From an optimization exercise on the open Yosys and OpenROAD flow, aimed at small area, a short achievable clock period and few clock cycles; shortcuts taken in it are not production practice. Function was checked by simulation only, so behaviour that the tests miss may differ from the original. Power is estimated from default activity; no workload was simulated.

==> inputs of job 7988 <==
Design mp_seq_core, start of the top module:
module mp_seq_core (
  input  wire logic          clk,
  input  wire logic          rst,
  input  wire logic          bus_sel,
  input  wire logic          bus_wr,
  input  wire logic [15:0]   bus_addr,
  input  wire logic [31:0]   bus_din,
  output logic [31:0]        bus_dout,
  output logic               o_interrupt_out
);
  localparam logic [3:0] c_op_nop  = 4'h0;
  localparam logic [3:0] c_op_add  = 4'h1;
  localparam logic [3:0] c_op_sub  = 4'h2;
  localparam logic [3:0] c_op_and  = 4'h3;
  localparam logic [3:0] c_op_or   = 4'h4;
  localparam logic [3:0] c_op_xor  = 4'h5;
  localparam logic [3:0] c_op_mul  = 4'h6;
  localparam logic [3:0] c_op_halt = 4'hF;
  logic [31:0] r_inst [16];
  logic [31:0] r_data [16];
  logic [15:0] r_iv;           
  logic [15:0] r_dv;           
  logic [3:0]  r_pc;
  logic        r_int_en;
  logic        r_done;
  logic        r_err;
  logic        r_busy;
  logic        r_n;
  logic        r_z;
  logic [3:0]  r_fidx;         
  logic        r_fstop;        
  logic        r_rv;           
  logic [15:0] r_ir;           
  logic        r_e_alu;        
  logic        r_e_mul;        
  logic        r_e_add;        
  logic        r_e_sub, r_e_and, r_e_or, r_e_xor;
  logic        r_wr_now;       
  logic [15:0] r_we1h;         
  logic [3:0]  r_edst;
  logic [31:0] r_oa;
  ...
export LEC_CHECK = 0
export CAP_MARGIN = 5
export CORE_MARGIN = 2
export CORE_UTILIZATION = 30
export GPL_ROUTABILITY_DRIVEN = 1
export GPL_TIMING_DRIVEN = 1
export PLACE_DENSITY = 0.42
export SETUP_SLACK_MARGIN = 5.0
export SLEW_MARGIN = 5
create_clock -name core_clock -period 9.0 [get_ports {clk}]
run.sh (not shown) runs the stock make flow with config.mk's settings and CLKGATE_MAP_FILE= SYNTH_SCRIPT=/design/flow/synth_recipe.tcl, a recipe that flattens the netlist after the stock synthesis.
==> job 7855: changes against job 7988 <==
--- a/flow/design.v
+++ b/flow/design.v
@@ -34,13 +34,12 @@
   logic [15:0] r_ir;           
   logic        r_e_alu;        
   logic        r_e_mul;        
   logic        r_e_add;        
   logic        r_e_sub, r_e_and, r_e_or, r_e_xor;
   logic        r_wr_now;       
-  logic [15:0] r_we1h;         
   logic [3:0]  r_edst;
   logic [31:0] r_oa;
   logic [31:0] r_ob;           
   logic [1:0]  r_mph;          
   logic [31:0] r_acc_s;
   logic [31:0] r_acc_c;
@@ -173,13 +172,13 @@
   logic [15:0] w_core_we;
   logic [31:0] w_lo_hi_e, w_lo_hi_o;
   logic [15:0] w_inst_we, w_data_we;
   logic [31:0] w_wdata_e, w_wdata_o;
   always_comb begin
     for (int i = 0; i < 16; i++) begin
-      w_core_we[i] = r_wr_now && r_we1h[i];
+      w_core_we[i] = r_wr_now && ((r_edst == 4'(i)) || (r_e_mul && (r_edst + 4'd1 == 4'(i))));
       w_inst_we[i] = w_bus_wr && !r_busy && w_inst_hit && (bus_addr[3:0] == 4'(i));
       w_data_we[i] = r_busy ? w_core_we[i]
                             : (w_bus_wr && w_data_hit && (bus_addr[3:0] == 4'(i)));
     end
   end
   assign w_lo_hi_e = r_edst[0] ? w_hi : w_lo;
@@ -344,15 +343,12 @@
       r_acc_s  <= '0;
       r_acc_c  <= '0;
       r_acc_ci <= 1'b0;
     end
     if (w_r_move) begin
       r_edst  <= r_ir[11:8];
-      for (int i = 0; i < 16; i++) begin
-        r_we1h[i] <= (w_rdst == 4'(i)) || ((w_rop == c_op_mul) && (w_rdst + 4'd1 == 4'(i)));
-      end
       r_oa   <= w_s1;
       r_ob   <= (w_rop == c_op_sub) ? ~w_s2 : w_s2;
     end else if (w_mul_acc) begin
       r_ob   <= {11'd0, r_ob[31:11]};
     end
     r_low_s <= e0s[10:0];
- CTS_CLUSTER_DIAMETER: not set -> 60
- CTS_CLUSTER_SIZE: not set -> 25
- PLACE_DENSITY: 0.42 -> 0.36
==> job 2188: changes against job 7988 <==
--- a/flow/design.v
+++ b/flow/design.v
@@ -31,13 +31,12 @@
   logic [3:0]  r_fidx;         
   logic        r_fstop;        
   logic        r_rv;           
   logic [15:0] r_ir;           
   logic        r_e_alu;        
   logic        r_e_mul;        
-  logic        r_e_add;        
   logic        r_e_sub, r_e_and, r_e_or, r_e_xor;
   logic        r_wr_now;       
   logic [15:0] r_we1h;         
   logic [3:0]  r_edst;
   logic [31:0] r_oa;
   logic [31:0] r_ob;           
@@ -50,21 +49,20 @@
   logic [21:0] r_plo;          
   logic w_bus_wr, w_bus_rd;
   logic w_inst_hit, w_data_hit;
   logic w_start, w_status_clr;
   logic [31:0] w_rd_data;
   logic [31:0] w_inst_rd, w_data_rd;
-  logic [31:0] w_dport;        
   assign w_bus_wr   = bus_sel & bus_wr;
   assign w_bus_rd   = bus_sel & ~bus_wr;
   assign w_inst_hit = (bus_addr[15:4] == 12'h010);
   assign w_data_hit = (bus_addr[15:4] == 12'h020);
   assign w_start      = w_bus_wr && (bus_addr == 16'h0000) && bus_din[0] && !r_busy;
   assign w_status_clr = w_bus_wr && (bus_addr == 16'h0002) && bus_din[0];
   assign w_inst_rd = r_iv[bus_addr[3:0]] ? r_inst[bus_addr[3:0]] : 32'd0;
-  assign w_data_rd = w_dport;
+  assign w_data_rd = r_dv[bus_addr[3:0]] ? r_data[bus_addr[3:0]] : 32'd0;
   always_comb begin
     w_rd_data = '0;
     if (bus_addr == 16'h0001) begin
       w_rd_data = {31'd0, r_int_en};
     end else if (bus_addr == 16'h0002) begin
       w_rd_data = {27'd0, r_n, r_z, r_err, r_busy, r_done};
@@ -84,25 +82,18 @@
   logic [31:0] w_alu_res;
   assign w_e_alu   = r_e_alu;
   assign w_e_mul   = r_e_mul;
   assign w_mul_acc = r_e_mul && !r_wr_now;
   assign w_mul_wr  = r_e_mul && r_wr_now;
   assign w_e_free  = !w_e_mul || w_mul_wr;
-  assign w_addsub = r_oa + r_ob + {31'd0, r_e_sub};
-  logic [31:0] w_alu_misc;
-  logic        w_alu_z;
-  assign w_alu_misc = ({32{r_e_and}} & (r_oa & r_ob))
-                    | ({32{r_e_or}}  & (r_oa | r_ob))
-                    | ({32{r_e_xor}} & (r_oa ^ r_ob));
-  assign w_alu_res  = ({32{r_e_add}} & w_addsub) | w_alu_misc;
+  assign w_addsub = r_oa + (r_e_sub ? ~r_ob : r_ob) + {31'd0, r_e_sub};
   always_comb begin
-    if (r_e_sub)      w_alu_z = &(r_oa ^ r_ob);
-    else if (r_e_and) w_alu_z = ~|(r_oa & r_ob);
-    else if (r_e_or)  w_alu_z = ~|(r_oa | r_ob);
-    else if (r_e_xor) w_alu_z = (r_oa == r_ob);
-    else              w_alu_z = ((r_oa ^ r_ob) == {r_oa[30:0] | r_ob[30:0], 1'b0});
+    if (r_e_and)      w_alu_res = r_oa & r_ob;
+    else if (r_e_or)  w_alu_res = r_oa | r_ob;
+    else if (r_e_xor) w_alu_res = r_oa ^ r_ob;
+    else              w_alu_res = w_addsub;
   end
   logic [42:0] pp0;
   assign pp0 = {11'd0, r_oa & {32{r_ob[0]}}} << 0;
   logic [42:0] pp1;
   assign pp1 = {11'd0, r_oa & {32{r_ob[1]}}} << 1;
   logic [42:0] pp2;
@@ -181,31 +172,25 @@
       w_data_we[i] = r_busy ? w_core_we[i]
                             : (w_bus_wr && w_data_hit && (bus_addr[3:0] == 4'(i)));
     end
   end
   assign w_lo_hi_e = r_edst[0] ? w_hi : w_lo;
   assign w_lo_hi_o = r_edst[0] ? w_lo : w_hi;
-  logic [31:0] w_wb_term, w_oth_e, w_oth_o;
-  assign w_wb_term = r_busy ? 32'd0 : bus_din;
-  assign w_oth_e   = w_wb_term | ({32{w_mul_wr}} & w_lo_hi_e) | w_alu_misc;
-  assign w_oth_o   = w_wb_term | ({32{w_mul_wr}} & w_lo_hi_o) | w_alu_misc;
-  assign w_wdata_e = ({32{r_e_add}} & w_addsub) | w_oth_e;
-  assign w_wdata_o = ({32{r_e_add}} & w_addsub) | w_oth_o;
+  assign w_wdata_e = !r_busy ? bus_din : (w_mul_wr ? w_lo_hi_e : w_alu_res);
+  assign w_wdata_o = !r_busy ? bus_din : (w_mul_wr ? w_lo_hi_o : w_alu_res);
   logic [3:0]  w_rop, w_rs1, w_rs2;
   logic [31:0] w_s1, w_s2;
   logic [3:0]  w_rdst;
   logic        w_r_alu;
   assign w_rop   = r_ir[15:12];
   assign w_rdst  = r_ir[11:8];
   assign w_r_alu = (w_rop >= c_op_add) && (w_rop <= c_op_xor);
   assign w_rs1 = r_ir[7:4];
   assign w_rs2 = r_ir[3:0];
-  logic [3:0]  w_dsel;
-  assign w_dsel  = (!r_busy && w_bus_rd) ? bus_addr[3:0] : w_rs1;
-  assign w_dport = r_dv[w_dsel] ? r_data[w_dsel] : 32'd0;
-  assign w_s1 = w_core_we[w_rs1] ? (w_rs1[0] ? w_wdata_o : w_wdata_e) : w_dport;
+  assign w_s1 = w_core_we[w_rs1] ? (w_rs1[0] ? w_wdata_o : w_wdata_e) :
+                (r_dv[w_rs1] ? r_data[w_rs1] : 32'd0);
   assign w_s2 = w_core_we[w_rs2] ? (w_rs2[0] ? w_wdata_o : w_wdata_e) :
                 (r_dv[w_rs2] ? r_data[w_rs2] : 32'd0);
   logic [31:0] w_fword;
   logic [15:0] w_fir;
   logic [3:0]  w_fop;
   logic        w_f_term, w_f_ill;
@@ -246,20 +231,18 @@
       r_z       <= 1'b0;
       r_fidx    <= 4'd1;
       r_fstop   <= 1'b0;
       r_rv      <= 1'b0;
       r_ir      <= '0;
       r_e_alu   <= 1'b0;
-      r_e_add   <= 1'b0;
-      r_e_sub   <= 1'b0;
-      r_e_and   <= 1'b0;
-      r_e_or    <= 1'b0;
-      r_e_xor   <= 1'b0;
       r_e_mul   <= 1'b0;
       r_wr_now  <= 1'b0;
       r_mph     <= '0;
+      r_acc_s   <= '0;
+      r_acc_c   <= '0;
+      r_acc_ci  <= 1'b0;
       bus_dout  <= '0;
       o_interrupt_out <= 1'b0;
     end else begin
       if (w_bus_rd) begin
         bus_dout <= w_rd_data;
       end
@@ -305,56 +288,52 @@
         end
       end else if (w_r_move) begin
         r_rv <= 1'b0;
       end
       if (w_r_move) begin
         r_e_alu  <= w_rv && w_r_alu;
-        r_e_add  <= w_rv && ((w_rop == c_op_add) || (w_rop == c_op_sub));
-        r_e_sub  <= w_rv && (w_rop == c_op_sub);
-        r_e_and  <= w_rv && (w_rop == c_op_and);
-        r_e_or   <= w_rv && (w_rop == c_op_or);
-        r_e_xor  <= w_rv && (w_rop == c_op_xor);
         r_e_mul  <= w_rv && (w_rop == c_op_mul);
         r_wr_now <= w_rv && w_r_alu;
       end else if (w_mul_acc && r_mph == 2'd2) begin
         r_wr_now <= 1'b1;
       end
       if (w_e_alu) begin
         r_n <= w_alu_res[31];
-        r_z <= w_alu_z;
+        r_z <= (w_alu_res == 32'd0);
       end
       if (w_mul_acc) begin
+        r_acc_s  <= e0s[42:11];
+        r_acc_c  <= e0c[42:11];
+        r_acc_ci <= (r_mph == 2'd0) ? 1'b0 : w_low[11];
         if (r_mph == 2'd0) begin
           r_z <= (r_oa == 32'd0) || (r_ob == 32'd0);
         end
       end
       if (w_mul_wr) begin
+        r_acc_s  <= '0;
+        r_acc_c  <= '0;
+        r_acc_ci <= 1'b0;
         r_n      <= w_hi[31];
       end
       if (w_e_mul) begin
         r_mph <= w_mul_wr ? 2'd0 : r_mph + 2'd1;
       end
     end
   end
   always_ff @(posedge clk) begin
-    if (w_mul_acc) begin
-        r_acc_s  <= e0s[42:11];
-        r_acc_c  <= e0c[42:11];
-        r_acc_ci <= (r_mph == 2'd0) ? 1'b0 : w_low[11];
-    end else begin
-      r_acc_s  <= '0;
-      r_acc_c  <= '0;
-      r_acc_ci <= 1'b0;
-    end
     if (w_r_move) begin
+      r_e_sub <= (w_rop == c_op_sub);
+      r_e_and <= (w_rop == c_op_and);
+      r_e_or  <= (w_rop == c_op_or);
+      r_e_xor <= (w_rop == c_op_xor);
       r_edst  <= r_ir[11:8];
       for (int i = 0; i < 16; i++) begin
         r_we1h[i] <= (w_rdst == 4'(i)) || ((w_rop == c_op_mul) && (w_rdst + 4'd1 == 4'(i)));
       end
       r_oa   <= w_s1;
-      r_ob   <= (w_rop == c_op_sub) ? ~w_s2 : w_s2;
+      r_ob   <= w_s2;
     end else if (w_mul_acc) begin
       r_ob   <= {11'd0, r_ob[31:11]};
     end
     r_low_s <= e0s[10:0];
     r_low_c <= e0c[10:0];
     r_plo   <= {w_low[10:0], r_plo[21:11]};
- CAP_MARGIN: 5 -> 20
- SLEW_MARGIN: 5 -> 20
==> job 4120: changes against job 7988 <==
--- a/flow/design.v
+++ b/flow/design.v
@@ -34,13 +34,12 @@
   logic [15:0] r_ir;           
   logic        r_e_alu;        
   logic        r_e_mul;        
   logic        r_e_add;        
   logic        r_e_sub, r_e_and, r_e_or, r_e_xor;
   logic        r_wr_now;       
-  logic [15:0] r_we1h;         
   logic [3:0]  r_edst;
   logic [31:0] r_oa;
   logic [31:0] r_ob;           
   logic [1:0]  r_mph;          
   logic [31:0] r_acc_s;
   logic [31:0] r_acc_c;
@@ -173,13 +172,13 @@
   logic [15:0] w_core_we;
   logic [31:0] w_lo_hi_e, w_lo_hi_o;
   logic [15:0] w_inst_we, w_data_we;
   logic [31:0] w_wdata_e, w_wdata_o;
   always_comb begin
     for (int i = 0; i < 16; i++) begin
-      w_core_we[i] = r_wr_now && r_we1h[i];
+      w_core_we[i] = r_wr_now && ((r_edst == 4'(i)) || (r_e_mul && (r_edst + 4'd1 == 4'(i))));
       w_inst_we[i] = w_bus_wr && !r_busy && w_inst_hit && (bus_addr[3:0] == 4'(i));
       w_data_we[i] = r_busy ? w_core_we[i]
                             : (w_bus_wr && w_data_hit && (bus_addr[3:0] == 4'(i)));
     end
   end
   assign w_lo_hi_e = r_edst[0] ? w_hi : w_lo;
@@ -344,15 +343,12 @@
       r_acc_s  <= '0;
       r_acc_c  <= '0;
       r_acc_ci <= 1'b0;
     end
     if (w_r_move) begin
       r_edst  <= r_ir[11:8];
-      for (int i = 0; i < 16; i++) begin
-        r_we1h[i] <= (w_rdst == 4'(i)) || ((w_rop == c_op_mul) && (w_rdst + 4'd1 == 4'(i)));
-      end
       r_oa   <= w_s1;
       r_ob   <= (w_rop == c_op_sub) ? ~w_s2 : w_s2;
     end else if (w_mul_acc) begin
       r_ob   <= {11'd0, r_ob[31:11]};
     end
     r_low_s <= e0s[10:0];
==> qor summary <==
Crit-path max FO: job 2188 27; job 7855 8; job 7988 33; job 4120 33
Number of nets in the finished design: job 2188 7357; job 7855 6919; job 7988 6788; job 4120 6871
Final non-filler cell total: job 2188 10270; job 7855 9665; job 7988 9548; job 4120 9631
Clock share of power: job 2188 48.7%; job 7855 46.2%; job 7988 48.7%; job 4120 47.1%
Final core utilization: job 2188 36.67%; job 7855 37.61%; job 7988 36.82%; job 4120 36.97%
Clock buffers and inverters, area share: job 2188 6.037%; job 7855 5.452%; job 7988 6.199%; job 4120 5.783%
Startpoint of the most critical register-to-register path: job 2188 r_ir[2]; job 7855 r_oa[12]; job 7988 r_ob[14]; job 4120 r_ir[1]
Synth-to-Final Area Change: job 2188 21.66%; job 7855 24.77%; job 7988 21.76%; job 4120 22.67%
Number of synthesized flops with an enable pin: job 2188 1109; job 7855 1092; job 7988 1105; job 4120 1092
Starting density of the core: job 2188 30.14%; job 7855 30.14%; job 7988 30.24%; job 4120 30.14%
Total clock sinks: job 2188 1315; job 7855 1303; job 7988 1316; job 4120 1303
Status: job 2188 finished clean; job 7855 finished clean; job 7988 finished clean; job 4120 finished clean
Horiz. Die Dim: job 2188 503.3 microns; job 7855 490.1 microns; job 7988 491.6 microns; job 4120 490.1 microns
Number of standard cells after synthesis: job 2188 6559; job 7855 6014; job 7988 5995; job 4120 6014
Number of clock buffers in the layout: job 2188 194; job 7855 155; job 7988 193; job 4120 201
Total Die Area: job 2188 0.2534 sq mm; job 7855 0.2402 sq mm; job 7988 0.2416 sq mm; job 4120 0.2402 sq mm
Number of clock buffers inserted by TritonCTS: job 2188 155; job 7855 138; job 7988 153; job 4120 154
Metal1 wirelength: job 2188 162400 microns; job 7855 157000 microns; job 7988 142000 microns; job 4120 143900 microns
Testbench counts of job 7988, summed over its fixed seeds: cycles 25,985.
Testbench counts of job 7855, summed over its fixed seeds: cycles 25,985.
Testbench counts of job 2188, summed over its fixed seeds: cycles 25,985.
Testbench counts of job 4120, summed over its fixed seeds: cycles 25,985.

-- separate check: timing with driven ports --
The flow's constraints put no driver on any port. The routed layouts listed below were extracted and timed again, unchanged, in two steps.
Step 1, drivers: a clkbuf_16 drives clk and a buf_2 each remaining input, both assumed.
Step 2 times the ports against the registers' clock, not the clock port: input delays grow and output delays shrink by t, the midpoint of the rising clock arrivals with the driver on.
a / b / c = no drivers / after step 1 / after step 2; a / b = the first two.
run | t (ns) | setup slack, ns | latest minus earliest clock arrival (ns)
job 7988 | 0.917 | 4.884 / 4.947 / 4.030 | 0.054 / 0.054
job 7855 | 0.916 | 4.903 / 4.887 / 3.971 | 0.084 / 0.084
job 2188 | 0.902 | 4.853 / 4.853 / 4.073 | 0.068 / 0.068
job 4120 | 0.902 | 4.881 / 4.919 / 4.042 | 0.060 / 0.060
After both steps every run listed still meets setup and hold. The setup slack of job 7855, which loses most, moves by -0.016 ns with the drivers and by -0.932 ns with both steps.
